Background: an optimization exercise with open tools, aiming at small area and a short achievable clock period. Do not read the settings as production practice.
RTL that was checked went through simulation tests only; none was proved equivalent to the original.
No activity file was given, so power comes from the tool's default toggle rates.

==> module psum_accumulator, before the edit <==
module psum_accumulator #(
  parameter int T_D_SIZE = 37,
  parameter int O_D_SIZE = 16,
  parameter int F_WIDTH  = 5,
  parameter int LINE_LEN = 32
) (
  input  logic                       clk,
  input  logic                       rst,
  input  logic                       clk_en,
  input  logic [T_D_SIZE-1:0]        psum_i,
  input  logic                       psum_valid_i,
  output logic                       psum_ready_o,
  input  logic [T_D_SIZE-1:0]        bias_i,
  input  logic [4:0]                 shift_i,
  output logic [O_D_SIZE-1:0]        out_data_o,
  output logic                       out_valid_o,
  input  logic                       out_ready_i,
  output logic [$clog2(F_WIDTH)-1:0] pass_o,
  output logic                       row_done_o
);
  localparam int SW = psum_acc_pkg::store_width(T_D_SIZE, F_WIDTH);
  localparam int FW = SW + 1;
  localparam int PW = $clog2(F_WIDTH);
  localparam int CW = (LINE_LEN > 1) ? $clog2(LINE_LEN) : 1;
  localparam logic [CW-1:0] COL_LAST  = CW'(LINE_LEN - 1);
  localparam logic [PW-1:0] PASS_LAST = PW'(F_WIDTH - 1);
  logic [CW-1:0]       r_col;
  logic [PW-1:0]       r_pass;
  logic                r_first;    
  logic                r_final;    
  logic [O_D_SIZE-1:0] r_out_data;
  logic                r_out_valid;
  logic                r_row_done;
  logic                w_accept;
  logic                w_col_wrap;
  logic [SW-1:0]       w_head;
  logic [SW-1:0]       w_acc;
  logic signed [FW-1:0] w_sum;
  logic signed [FW-1:0] w_shifted;
  logic [O_D_SIZE-1:0] w_sat;
  assign psum_ready_o = clk_en & ~(r_final & r_out_valid & ~out_ready_i);
  assign w_accept     = psum_valid_i & psum_ready_o;
  assign w_col_wrap   = (r_col == COL_LAST);
  psum_line_buffer #(
    .DEPTH (LINE_LEN),
    .WIDTH (SW)
  ) u_line_buffer (
    .clk     (clk),
    .i_shift (w_accept),
    .i_wdata (w_acc),
    .o_head  (w_head)
  );
  logic signed [FW-1:0] w_head_x;
  logic signed [FW-1:0] w_psum_x;
  logic signed [FW-1:0] w_bias_x;
  assign w_head_x = {w_head[SW-1], w_head};
  assign w_psum_x = {{(FW-T_D_SIZE){psum_i[T_D_SIZE-1]}}, psum_i};
  assign w_bias_x = {{(FW-T_D_SIZE){bias_i[T_D_SIZE-1]}}, bias_i};
  assign w_acc = (r_first ? '0 : w_head) + w_psum_x[SW-1:0];
  assign w_sum     = w_head_x + w_psum_x + w_bias_x;
  assign w_shifted = w_sum >>> shift_i;
  logic w_fits;
  assign w_fits = (w_shifted[FW-1:O_D_SIZE-1] == '0) || (w_shifted[FW-1:O_D_SIZE-1] == '1);
  assign w_sat  = w_fits ? w_shifted[O_D_SIZE-1:0]
                         : {w_sum[FW-1], {(O_D_SIZE-1){~w_sum[FW-1]}}};
  always_ff @(posedge clk or posedge rst) begin
    if (rst) begin
      r_col       <= '0;
      r_pass      <= '0;
      r_first     <= 1'b1;
      r_final     <= 1'b0;
      r_out_data  <= '0;
      r_out_valid <= 1'b0;
      r_row_done  <= 1'b0;
    end else if (clk_en) begin
      r_row_done <= 1'b0;
      if (r_out_valid && out_ready_i) begin
        r_out_valid <= 1'b0;
      end
      if (w_accept) begin
        r_col <= w_col_wrap ? '0 : r_col + 1'b1;
        if (r_final) begin
          r_out_data  <= w_sat;
          r_out_valid <= 1'b1;
        end
        if (w_col_wrap) begin
          if (r_final) begin
            r_pass     <= '0;
            r_first    <= 1'b1;
            r_final    <= 1'b0;
            r_row_done <= 1'b1;
          end else begin
            r_pass     <= r_pass + 1'b1;
            r_first    <= 1'b0;
            r_final    <= (r_pass == PASS_LAST - 1'b1);
          end
        end
      end
    end
  end
  assign out_data_o  = r_out_data;
  assign out_valid_o = r_out_valid;
  assign pass_o      = r_pass;
  assign row_done_o  = r_row_done;
endmodule
==> flow/config.mk <==
export PLATFORM = sky130hd
export DESIGN_NAME = psum_accumulator
export DESIGN_NICKNAME = psum_accumulator
export VERILOG_FILES = /design/flow/design.v
export SDC_FILE = /design/flow/constraint.sdc
export NUM_CORES = 4
export LEC_CHECK = 0
export CAP_MARGIN = 20
export CORE_MARGIN = 2
export CORE_UTILIZATION = 40
export SETUP_SLACK_MARGIN = 3
export SLEW_MARGIN = 20
==> flow/constraint.sdc <==
create_clock -name core_clock -period 9.0 [get_ports {clk}]
set_input_delay 1.8000 -clock core_clock [delete_from_list [all_inputs] [get_ports {clk}]]
set_output_delay 1.8000 -clock core_clock [all_outputs]
set_load 0.01 [all_outputs]
run.sh (not shown) runs the stock make flow with config.mk's settings and CLKGATE_MAP_FILE= SYNTH_SCRIPT=/design/flow/synth_recipe.tcl, a recipe that flattens the netlist after the stock synthesis.
Change:
--- a/flow/design.v
+++ b/flow/design.v
@@ -59,6 +59,5 @@
   logic [SW-1:0]       w_head;
   logic [SW-1:0]       w_acc;
-  logic signed [FW-1:0] w_sum;
-  logic signed [FW-1:0] w_shifted;
+  logic [FW-1:0] w_sum;
   logic [O_D_SIZE-1:0] w_sat;
   assign psum_ready_o = clk_en & ~(r_final & r_out_valid & ~out_ready_i);
@@ -74,17 +73,45 @@
     .o_head  (w_head)
   );
-  logic signed [FW-1:0] w_head_x;
-  logic signed [FW-1:0] w_psum_x;
-  logic signed [FW-1:0] w_bias_x;
+  logic [FW-1:0] w_head_x;
+  logic [FW-1:0] w_psum_x;
+  logic [FW-1:0] w_bias_x;
   assign w_head_x = {w_head[SW-1], w_head};
   assign w_psum_x = {{(FW-T_D_SIZE){psum_i[T_D_SIZE-1]}}, psum_i};
   assign w_bias_x = {{(FW-T_D_SIZE){bias_i[T_D_SIZE-1]}}, bias_i};
   assign w_acc = (r_first ? '0 : w_head) + w_psum_x[SW-1:0];
-  assign w_sum     = w_head_x + w_psum_x + w_bias_x;
-  assign w_shifted = w_sum >>> shift_i;
+  logic [FW-1:0] w_cs_s;
+  logic [FW-1:0] w_cs_c;
+  assign w_cs_s = w_head_x ^ w_psum_x ^ w_bias_x;
+  assign w_cs_c = {(w_head_x[FW-2:0] & w_psum_x[FW-2:0]) |
+                   (w_head_x[FW-2:0] & w_bias_x[FW-2:0]) |
+                   (w_psum_x[FW-2:0] & w_bias_x[FW-2:0]), 1'b0};
+  assign w_sum  = w_cs_s + w_cs_c;
+  logic [31:0] w_sh_oh;
+  always_comb begin
+    for (int k = 0; k < 32; k++) w_sh_oh[k] = (shift_i == 5'(k));
+  end
+  function automatic logic sum_bit(input logic [FW-1:0] v, input integer j);
+    sum_bit = (j >= FW) ? v[FW-1] : v[j];
+  endfunction
+  logic [O_D_SIZE-1:0] w_shl;
+  always_comb begin
+    for (int i = 0; i < O_D_SIZE; i++) begin
+      w_shl[i] = 1'b0;
+      for (int k = 0; k < 32; k++) w_shl[i] = w_shl[i] | (w_sh_oh[k] & sum_bit(w_sum, i + k));
+    end
+  end
+  logic [FW-1:0] w_top_eq;    
+  always_comb begin
+    w_top_eq[FW-1] = 1'b1;
+    for (int j = FW - 2; j >= 0; j--)
+      w_top_eq[j] = w_top_eq[j+1] & (w_sum[j] == w_sum[j+1]);
+  end
   logic w_fits;
-  assign w_fits = (w_shifted[FW-1:O_D_SIZE-1] == '0) || (w_shifted[FW-1:O_D_SIZE-1] == '1);
-  assign w_sat  = w_fits ? w_shifted[O_D_SIZE-1:0]
-                         : {w_sum[FW-1], {(O_D_SIZE-1){~w_sum[FW-1]}}};
+  always_comb begin
+    w_fits = 1'b0;
+    for (int k = 0; k < 32; k++)
+      w_fits = w_fits | (w_sh_oh[k] & ((O_D_SIZE - 1 + k >= FW) ? 1'b1 : w_top_eq[O_D_SIZE-1+k]));
+  end
+  assign w_sat = w_fits ? w_shl : {w_sum[FW-1], {(O_D_SIZE-1){~w_sum[FW-1]}}};
   always_ff @(posedge clk or posedge rst) begin
     if (rst) begin
Effect: Cell area drops slightly; global-route usage climbs by 1.6 points; wire length climbs by roughly a tenth; utilization drops by 0.14 points; power climbs by a few percent.
No functional check of the RTL was part of the second run of this note.

---

psum_accumulator, a different RTL version from the one above (not shown whole).
Size: about 110 I/O pins, about 0.046 mm2 of cells after synthesis.
==> module psum_accumulator, before the edit <==
module psum_accumulator #(
  parameter int T_D_SIZE = 37,
  parameter int O_D_SIZE = 16,
  parameter int F_WIDTH  = 5,
  parameter int LINE_LEN = 32
) (
  input  logic                       clk,
  input  logic                       rst,
  input  logic                       clk_en,
  input  logic [T_D_SIZE-1:0]        psum_i,
  input  logic                       psum_valid_i,
  output logic                       psum_ready_o,
  input  logic [T_D_SIZE-1:0]        bias_i,
  input  logic [4:0]                 shift_i,
  output logic [O_D_SIZE-1:0]        out_data_o,
  output logic                       out_valid_o,
  input  logic                       out_ready_i,
  output logic [$clog2(F_WIDTH)-1:0] pass_o,
  output logic                       row_done_o
);
  localparam int SW = psum_acc_pkg::store_width(T_D_SIZE, F_WIDTH);
  localparam int FW = SW + 1;
  localparam int PW = $clog2(F_WIDTH);
  localparam int CW = (LINE_LEN > 1) ? $clog2(LINE_LEN) : 1;
  localparam logic [CW-1:0] COL_LAST  = CW'(LINE_LEN - 1);
  localparam logic [PW-1:0] PASS_LAST = PW'(F_WIDTH - 1);
  localparam int FB = 3;                    
  localparam int NF = 1 << FB;              
  localparam int UW = O_D_SIZE + NF - 1;    
  localparam int NG = 4;                    
  logic [CW-1:0]       r_col;
  logic [PW-1:0]       r_pass;
  logic                r_first;    
  logic                r_final;    
  logic [UW-1:0]       r_res_u;     
  logic [NF-1:0]       r_res_fine;  
  logic [NG-1:0]       r_res_fits;  
  logic                r_res_neg;   
  logic                r_out_valid;
  logic                r_row_done;
  logic                w_accept;
  logic                w_col_wrap;
  logic [SW-1:0]       w_head;
  logic [FW-1:0]       w_sum;
  assign psum_ready_o = clk_en & ~(r_final & r_out_valid & ~out_ready_i);
  assign w_accept     = psum_valid_i & psum_ready_o;
  assign w_col_wrap   = (r_col == COL_LAST);
  psum_line_buffer #(
    .DEPTH (LINE_LEN),
    .WIDTH (SW)
  ) u_line_buffer (
    .clk     (clk),
    .i_shift (w_accept),
    .i_wdata (w_sum[SW-1:0]),
    .o_head  (w_head)
  );
  logic [FW-1:0] w_head_x;
  logic [FW-1:0] w_psum_x;
  logic [FW-1:0] w_bias_x;
  assign w_head_x = {w_head[SW-1], w_head};
  assign w_psum_x = {{(FW-T_D_SIZE){psum_i[T_D_SIZE-1]}}, psum_i};
  assign w_bias_x = {{(FW-T_D_SIZE){bias_i[T_D_SIZE-1]}}, bias_i};
  logic [FW-1:0] w_head_g;
  logic [FW-1:0] w_bias_g;
  assign w_head_g = r_first ? '0 : w_head_x;
  assign w_bias_g = r_final ? w_bias_x : '0;
  logic [FW-1:0] w_cs_s;
  logic [FW-1:0] w_cs_c;
  assign w_cs_s = w_head_g ^ w_psum_x ^ w_bias_g;
  assign w_cs_c = {(w_head_g[FW-2:0] & w_psum_x[FW-2:0]) |
                   (w_head_g[FW-2:0] & w_bias_g[FW-2:0]) |
                   (w_psum_x[FW-2:0] & w_bias_g[FW-2:0]), 1'b0};
  assign w_sum  = w_cs_s + w_cs_c;
  function automatic logic sum_bit(input logic [FW-1:0] v, input integer j);
    sum_bit = (j >= FW) ? v[FW-1] : v[j];
  endfunction
  localparam int NC = 32 / NF;
  logic [NC-1:0] w_co_oh;
  always_comb begin
    for (int k = 0; k < NC; k++) w_co_oh[k] = (shift_i[4:FB] == (5 - FB)'(k));
  end
  logic [UW-1:0] w_u;
  always_comb begin
    for (int i = 0; i < UW; i++) begin
      w_u[i] = 1'b0;
      for (int k = 0; k < NC; k++) w_u[i] = w_u[i] | (w_co_oh[k] & sum_bit(w_sum, i + k * NF));
    end
  end
  logic [FW-2:0] w_top_mask;   
  logic [FW-2:0] w_nb_eq;      
  always_comb begin
    for (int j = 0; j < FW - 1; j++) begin
      w_top_mask[j] = ({27'd0, shift_i} + O_D_SIZE - 1 <= j);
      w_nb_eq[j]    = (w_sum[j] == w_sum[j+1]);
    end
  end
  localparam int NP = FW - O_D_SIZE;        
  localparam int GS = (NP + NG - 1) / NG;   
  logic [FW-2:0] w_pair_ok;
  assign w_pair_ok = w_nb_eq | ~w_top_mask;
  logic [NG-1:0] w_fits_g;
  always_comb begin
    for (int g = 0; g < NG; g++) begin
      w_fits_g[g] = 1'b1;
      for (int j = O_D_SIZE - 1 + g * GS; j < O_D_SIZE - 1 + (g + 1) * GS; j++)
        if (j < FW - 1) w_fits_g[g] = w_fits_g[g] & w_pair_ok[j];
    end
  end
  logic [O_D_SIZE-1:0] w_shl;
  always_comb begin
    for (int i = 0; i < O_D_SIZE; i++) begin
      w_shl[i] = 1'b0;
      for (int f = 0; f < NF; f++) w_shl[i] = w_shl[i] | (r_res_fine[f] & r_res_u[i + f]);
    end
  end
  logic [NF-1:0] w_fine_oh;
  always_comb begin
    for (int f = 0; f < NF; f++) w_fine_oh[f] = (shift_i[FB-1:0] == FB'(f));
  end
  assign out_data_o = (&r_res_fits) ? w_shl : {r_res_neg, {(O_D_SIZE-1){~r_res_neg}}};
  always_ff @(posedge clk or posedge rst) begin
    if (rst) begin
      r_col       <= '0;
      r_pass      <= '0;
      r_first     <= 1'b1;
      r_final     <= 1'b0;
      r_res_u     <= '0;
      r_res_fine  <= NF'(1);
      r_res_fits  <= '1;
      r_res_neg   <= 1'b0;
      r_out_valid <= 1'b0;
      r_row_done  <= 1'b0;
    end else if (clk_en) begin
      r_row_done <= 1'b0;
      if (r_out_valid && out_ready_i) begin
        r_out_valid <= 1'b0;
      end
      if (w_accept) begin
        r_col <= w_col_wrap ? '0 : r_col + 1'b1;
        if (r_final) begin
          r_res_u     <= w_u;
          r_res_fine  <= w_fine_oh;
          r_res_fits  <= w_fits_g;
          r_res_neg   <= w_sum[FW-1];
          r_out_valid <= 1'b1;
        end
        if (w_col_wrap) begin
          if (r_final) begin
            r_pass     <= '0;
            r_first    <= 1'b1;
            r_final    <= 1'b0;
            r_row_done <= 1'b1;
          end else begin
            r_pass     <= r_pass + 1'b1;
            r_first    <= 1'b0;
            r_final    <= (r_pass == PASS_LAST - 1'b1);
          end
        end
      end
    end
  end
  assign out_valid_o = r_out_valid;
  assign pass_o      = r_pass;
  assign row_done_o  = r_row_done;
endmodule
==> flow/config.mk <==
export PLATFORM = sky130hd
export DESIGN_NAME = psum_accumulator
export DESIGN_NICKNAME = psum_accumulator
export VERILOG_FILES = /design/flow/design.v
export SDC_FILE = /design/flow/constraint.sdc
export NUM_CORES = 4
export LEC_CHECK = 0
export ABC_AREA = 1
export CAP_MARGIN = 20
export CORE_MARGIN = 2
export CORE_UTILIZATION = 55
export SETUP_SLACK_MARGIN = 5
export SLEW_MARGIN = 20
export BUFFER_PORTS_ARGS = -buffer_cell sky130_fd_sc_hd__buf_2
export CTS_ARGS = -sink_clustering_enable -repair_clock_nets -sink_clustering_size 18 -sink_clustering_max_diameter 70 -buf_list sky130_fd_sc_hd__clkbuf_8 -dont_use_dummy_load
==> flow/constraint.sdc <==
create_clock -name core_clock -period 9.0 [get_ports {clk}]
set_input_delay 1.8000 -clock core_clock [delete_from_list [all_inputs] [get_ports {clk}]]
set_output_delay 1.8000 -clock core_clock [all_outputs]
set_load 0.01 [all_outputs]
standard.sh (not shown) runs the stock make flow with config.mk's settings and CLKGATE_MAP_FILE= SYNTH_SCRIPT=/design/flow/synth_recipe.tcl, a recipe that flattens the netlist after the stock synthesis.
==> flow/flow/run.sh <==
#!/bin/bash
# Standard ORFS layout with three changes to how it is made:
#  - port buffers use a plain buffer cell (flow/extra.mk) instead of the
#    flow's default pick, a slow delay cell;
#  - the clock tree uses clkbuf_8 sink clusters of up to 18 flip-flops and no
#    dummy loads (flow/extra.mk);
#  - synthesis leaves full and half adders to ABC as plain logic instead of
#    mapping them to the slow sky130 fa/ha cells (ADDER_MAP_FILE empty).
#    Registers are untouched: this only changes the combinational mapping.
set -euo pipefail
cat flow/extra.mk >> config.mk
bash standard.sh ADDER_MAP_FILE= finish > standard.log 2>&1
==> flow/flow/extra.mk <==
export BUFFER_PORTS_ARGS = -buffer_cell sky130_fd_sc_hd__buf_2
export CTS_ARGS = -sink_clustering_enable -repair_clock_nets -sink_clustering_size 18 -sink_clustering_max_diameter 70 -buf_list sky130_fd_sc_hd__clkbuf_8 -dont_use_dummy_load
Next try:
--- a/flow/design.v
+++ b/flow/design.v
@@ -46,27 +46,28 @@
   localparam int PW = $clog2(F_WIDTH);
   localparam int CW = (LINE_LEN > 1) ? $clog2(LINE_LEN) : 1;
   localparam logic [CW-1:0] COL_LAST  = CW'(LINE_LEN - 1);
   localparam logic [PW-1:0] PASS_LAST = PW'(F_WIDTH - 1);
-  localparam int FB = 3;                    
+  localparam int FB = 2;                    
   localparam int NF = 1 << FB;              
   localparam int UW = O_D_SIZE + NF - 1;    
   localparam int NG = 4;                    
   logic [CW-1:0]       r_col;
   logic [PW-1:0]       r_pass;
   logic                r_first;    
   logic                r_final;    
   logic [UW-1:0]       r_res_u;     
-  logic [NF-1:0]       r_res_fine;  
+  logic [FB-1:0]       r_res_fine;  
   logic [NG-1:0]       r_res_fits;  
   logic                r_res_neg;   
   logic                r_out_valid;
+  logic                r_blocked;  
   logic                r_row_done;
   logic                w_accept;
   logic                w_col_wrap;
   logic [SW-1:0]       w_head;
   logic [FW-1:0]       w_sum;
-  assign psum_ready_o = clk_en & ~(r_final & r_out_valid & ~out_ready_i);
+  assign psum_ready_o = clk_en & ~(r_blocked & ~out_ready_i);
   assign w_accept     = psum_valid_i & psum_ready_o;
   assign w_col_wrap   = (r_col == COL_LAST);
   psum_line_buffer #(
     .DEPTH (LINE_LEN),
@@ -92,9 +93,27 @@
   assign w_cs_s = w_head_g ^ w_psum_x ^ w_bias_g;
   assign w_cs_c = {(w_head_g[FW-2:0] & w_psum_x[FW-2:0]) |
                    (w_head_g[FW-2:0] & w_bias_g[FW-2:0]) |
                    (w_psum_x[FW-2:0] & w_bias_g[FW-2:0]), 1'b0};
-  assign w_sum  = w_cs_s + w_cs_c;
+  localparam int LV = $clog2(FW);
+  logic [FW-1:0] w_pg_g [LV+1];
+  logic [FW-1:0] w_pg_p [LV+1];
+  always_comb begin
+    w_pg_g[0] = w_cs_s & w_cs_c;
+    w_pg_p[0] = w_cs_s ^ w_cs_c;
+    for (int l = 0; l < LV; l++) begin
+      for (int i = 0; i < FW; i++) begin
+        if (i & (1 << l)) begin
+          w_pg_g[l+1][i] = w_pg_g[l][i] | (w_pg_p[l][i] & w_pg_g[l][((i >> l) << l) - 1]);
+          w_pg_p[l+1][i] = w_pg_p[l][i] & w_pg_p[l][((i >> l) << l) - 1];
+        end else begin
+          w_pg_g[l+1][i] = w_pg_g[l][i];
+          w_pg_p[l+1][i] = w_pg_p[l][i];
+        end
+      end
+    end
+  end
+  assign w_sum = w_pg_p[0] ^ {w_pg_g[LV][FW-2:0], 1'b0};
   function automatic logic sum_bit(input logic [FW-1:0] v, input integer j);
     sum_bit = (j >= FW) ? v[FW-1] : v[j];
   endfunction
   localparam int NC = 32 / NF;
@@ -130,40 +149,42 @@
     end
   end
   logic [O_D_SIZE-1:0] w_shl;
   always_comb begin
-    for (int i = 0; i < O_D_SIZE; i++) begin
-      w_shl[i] = 1'b0;
-      for (int f = 0; f < NF; f++) w_shl[i] = w_shl[i] | (r_res_fine[f] & r_res_u[i + f]);
-    end
-  end
-  logic [NF-1:0] w_fine_oh;
-  always_comb begin
-    for (int f = 0; f < NF; f++) w_fine_oh[f] = (shift_i[FB-1:0] == FB'(f));
+    for (int i = 0; i < O_D_SIZE; i++) w_shl[i] = r_res_u[i + r_res_fine];
   end
   assign out_data_o = (&r_res_fits) ? w_shl : {r_res_neg, {(O_D_SIZE-1){~r_res_neg}}};
+  logic w_final_nx;
+  logic w_valid_nx;
+  always_comb begin
+    w_final_nx = r_final;
+    if (w_accept && w_col_wrap) w_final_nx = r_final ? 1'b0 : (r_pass == PASS_LAST - 1'b1);
+    w_valid_nx = (w_accept && r_final) ? 1'b1 : (r_out_valid & ~out_ready_i);
+  end
   always_ff @(posedge clk or posedge rst) begin
     if (rst) begin
+      r_blocked   <= 1'b0;
       r_col       <= '0;
       r_pass      <= '0;
       r_first     <= 1'b1;
       r_final     <= 1'b0;
       r_res_u     <= '0;
-      r_res_fine  <= NF'(1);
+      r_res_fine  <= '0;
       r_res_fits  <= '1;
       r_res_neg   <= 1'b0;
       r_out_valid <= 1'b0;
       r_row_done  <= 1'b0;
     end else if (clk_en) begin
+      r_blocked  <= w_final_nx & w_valid_nx;
       r_row_done <= 1'b0;
       if (r_out_valid && out_ready_i) begin
         r_out_valid <= 1'b0;
       end
       if (w_accept) begin
         r_col <= w_col_wrap ? '0 : r_col + 1'b1;
         if (r_final) begin
           r_res_u     <= w_u;
-          r_res_fine  <= w_fine_oh;
+          r_res_fine  <= shift_i[FB-1:0];
           r_res_fits  <= w_fits_g;
           r_res_neg   <= w_sum[FW-1];
           r_out_valid <= 1'b1;
         end
=>
- utilization shrinks by 0.18 points
- die area decreases by 1.2%
- clock power came out higher by about 2%
- setup slack improves by 96 ps
- cell area came out lower by 1.7%
- sequential power is about the same
The RTL of the first run of this note was laid out without a check of its function.

afterwards: timing with drivers on the ports:
In the flow no input, the clock included, has a driving cell. The finished layouts below were timed again as built, in two steps. Step 1 (the two cells are an assumption about what drives the block):
set clk [get_ports {clk}]
set_driving_cell -lib_cell sky130_fd_sc_hd__clkbuf_16 $clk
set_driving_cell -lib_cell sky130_fd_sc_hd__buf_2 [delete_from_list [all_inputs] $clk]
Step 2 adds t to the input delays and takes it off the output delays; t is the mean of the earliest and latest rising clock arrival at the registers after step 1. Input paths then give back, and output paths get back, about the clock's delay inside the block. a / b / c = ideal / step 1 / step 2; a / b = the first two.
| run | t, ns | setup WS [ns] | worst register clock-pin slew, ns |
|---|---|---|---|
| the first run of note 1 | 0.785 | 2.737 / 2.683 / 1.898 | 0.06 / 0.06 |
| the second run of note 1 | 0.796 | 3.030 / 3.048 / 2.252 | 0.07 / 0.07 |
| the first run of note 2 | 0.760 | 4.905 / 4.840 / 4.333 | 0.12 / 0.12 |
| the second run of note 2 | 0.741 | 5.001 / 4.963 / 4.358 | 0.12 / 0.12 |
After both steps every run listed still meets setup and hold. The setup slack of the first run of note 1, which loses most, moves by -0.054 ns with the drivers and by -0.839 ns with both steps.
